What follows belongs to an exercise in optimizing a design on an open flow for small area, a short achievable clock period and few clock cycles per item; a production flow would make more cautious choices. The RTL was checked by simulation tests, not by an equivalence proof against the original design.

## run Z
// matrix_multiply
module matrix_multiply #(
  parameter int MAX_DIM = 8,
  parameter int FRAC_BITS = 16,
  parameter int DATA_WIDTH = 32
) (
  input  logic               clk,
  input  logic               rst,
  input  logic               in_valid,
  output logic               in_ready,
  input  logic [1:0]         operation,
  input  logic [2:0]         row_index,
  input  logic [2:0]         col_index,
  input  logic signed [31:0] element_value,
  output logic               out_valid,
  input  logic               out_ready,
  output logic [2:0]         out_row,
  output logic [2:0]         out_col,
  output logic signed [31:0] product_value,
  output logic               last,
  input  logic               cfg_valid,
  output logic               cfg_ready,
  input  logic [1:0]         cfg_index,
  input  logic [3:0]         cfg_data
);
For scale: ~24,000 cells after synthesis, about 5,800 flip-flops.
Settings: LEC_CHECK=0, CAP_MARGIN=20, CORE_MARGIN=2, CORE_UTILIZATION=60, SLEW_MARGIN=20; clock period 10.0 ns.
run.sh (not shown) runs the stock make flow with config.mk's settings and CLKGATE_MAP_FILE= SYNTH_SCRIPT=/design/flow/synth_recipe.tcl, a recipe that flattens the netlist after the stock synthesis.
Ran to the end and failed final checks on capacitance limit, slew limit: run Z.
Testbench counts of run Z, summed over its fixed seeds: cycles 8,160, elements 2,482.
diff inputs: run Z => run K
diff --git a/flow/design.v b/flow/design.v
--- a/flow/design.v
+++ b/flow/design.v
@@ -30,58 +30,49 @@
   input  logic         rst,
   input  logic         in_valid,
   output logic         in_ready,
   input  logic [1:0]   operation,
   input  logic [2:0]   row_index,
   input  logic [2:0]   col_index,
   input  logic [31:0]  element_value,
   input  logic         pop,
   output logic         head_valid,
   output mm_pkg::cmd_t head
 );
-  mm_pkg::cmd_t e0;
   mm_pkg::cmd_t e1;
   mm_pkg::cmd_t in_cmd;
   logic [1:0] count;
   logic [1:0] count_nx;
   logic push;
   assign in_cmd.kind = operation;
   assign in_cmd.row = row_index;
   assign in_cmd.col = col_index;
   assign in_cmd.data = element_value;
-  logic take, bypass, stored;
-  assign take = in_valid && in_ready && (operation != 2'd3);
-  assign bypass = take && (count == 2'd0) && (operation == mm_pkg::OP_COMPUTE);
-  assign stored = (count != 2'd0);
-  assign head_valid = stored || bypass;
-  always_comb begin
-    head = e0;
-    if (!stored) head.kind = mm_pkg::OP_COMPUTE;
-  end
-  assign push = take && !(bypass && pop);
-  assign count_nx = count + 2'(push) - 2'(pop && stored);
+  assign push = in_valid && in_ready && (operation != 2'd3);
+  assign head_valid = (count != 2'd0);
+  assign count_nx = count + 2'(push) - 2'(pop);
   always_ff @(posedge clk) begin
     if (rst) begin
       count <= 2'd0;
       in_ready <= 1'b1;
     end else begin
       count <= count_nx;
       in_ready <= (count_nx != 2'd2);
     end
   end
   always_ff @(posedge clk) begin
-    if (pop && stored) begin
-      if (count == 2'd2) e0 <= e1;
-      else if (push) e0 <= in_cmd;
+    if (pop) begin
+      if (count == 2'd2) head <= e1;
+      else if (push) head <= in_cmd;
     end else if (push && count == 2'd0) begin
-      e0 <= in_cmd;
+      head <= in_cmd;
     end
     if (push && (count_nx == 2'd2)) e1 <= in_cmd;
   end
 endmodule
 `timescale 1ns / 1ps
 module mm_queue #(
   parameter int DEPTH = 5
 ) (
   input  logic         clk,
   input  logic         rst,
   input  logic         in_valid,
@@ -8535,55 +8526,51 @@
       h <= h_nx;
       if (start) begin
         nr_last <= last_index(dims.rows);
         nk_last <= last_index(dims.inner);
         nc_last <= last_index(dims.cols);
       end
     end
   end
   logic [15:0] asel;   
   logic [15:0] bsel;   
   logic [3:0] kval;    
-  logic [3:0] kmask;   
   logic [31:0] a_rd [4];
   logic [31:0] b_rd [4];
   logic [31:0] a_op [4];
   logic [31:0] b_op [4];
   logic first0, last0;
   mm_pkg::res_t tag0;
   always_ff @(posedge clk) begin
     for (int r = 0; r < 8; r++) begin
       asel[2*r] <= (i_nx == 3'(r)) && !h_nx;
       asel[2*r+1] <= (i_nx == 3'(r)) && h_nx;
       bsel[r] <= (j_nx == 3'(r)) && !h_nx;
       bsel[8+r] <= (j_nx == 3'(r)) && h_nx;
     end
     for (int q = 0; q < 4; q++) kval[q] <= ({h_nx, 2'(q)} <= nk_last_nx);
   end
   always_comb begin
-    for (int q = 0; q < 4; q++) kmask[q] = busy ? kval[q] : (3'(q) <= nk_cur);
-  end
-  always_comb begin
     for (int q = 0; q < 4; q++) begin
       a_rd[q] = '0;
       b_rd[q] = '0;
       for (int r = 0; r < 8; r++) begin
         a_rd[q] = a_rd[q] | ({32{asel[2*r]}} & amem[r][q]) | ({32{asel[2*r+1]}} & amem[r][4+q]);
         b_rd[q] = b_rd[q] | ({32{bsel[r]}} & bmem[q][r]) | ({32{bsel[8+r]}} & bmem[4+q][r]);
       end
     end
   end
   always_ff @(posedge clk) begin
     for (int q = 0; q < 4; q++) begin
-      a_op[q] <= a_rd[q] & {32{kmask[q]}};
-      b_op[q] <= b_rd[q] & {32{kmask[q]}};
+      a_op[q] <= a_rd[q] & {32{kval[q]}};
+      b_op[q] <= b_rd[q] & {32{kval[q]}};
     end
     first0 <= el_first;
     last0 <= el_last;
     tag0.row <= i;
     tag0.col <= j;
     tag0.last <= el_final;
     tag0.value <= '0;
   end
   logic [W-1:0] pr [16];
   logic [W-1:0] pr1 [16];
   logic last1;
==> run notes <==
Going from run Z to run K, routed wire length on met3 now sits lower; met2 capacity usage during global routing now sits lower; maximum clock rate now sits higher; instance count of the mapped netlist now sits higher; critical path depth now sits higher.
Across run Z and run K, a clean result was obtained everywhere but in run Z.
The layout from run Z, despite a flow that completed every stage, fails the layout checks, with the failing checks listed as capacitance limit, slew limit.
Compared to run Z, the routing of run K uses less wire.
Detailed placement HPWL (lower): run K
In terms of multi-input combinational area share, run Z and run K differ only marginally.
First-iteration DRC count, run Z and run K: larger value in run Z
Compared with run Z, in run K final non-filler cell area went down; synthesis-to-finish area growth dropped 0.41 points; final weighted congestion in routability-driven placement down 2.2%.
Testbench counts of run K, summed over its fixed seeds: cycles 8,223, elements 2,482.

## static timing again, ports no longer ideal
In the flow no input, the clock included, has a driving cell. The finished layouts below were timed again as built, in two steps. Step 1: set_driving_cell puts a clkbuf_16 on clk and a buf_2 on each other input, an assumption about the parent block. Step 2 also shifts input and output timing later by t, the mid clock arrival at the registers, as if the neighbouring blocks saw the same clock. Slacks: ideal / step 1 / step 2; pairs: ideal / step 1.
run	t (ns)	setup slack, ns	hold slack, ns	worst register clock-pin slew, ns	worst data-port slew with drivers (ns)
run Z	1.233	5.156 / 5.156 / 4.053	0.327 / 0.327 / 0.327	0.07 / 0.07	0.11
run K	1.230	5.475 / 5.475 / 4.681	0.326 / 0.326 / 0.326	0.07 / 0.07	0.14
For run Z, which loses most, drivers alone change the setup slack by 0.000 ns; drivers and shift together by -1.103 ns.
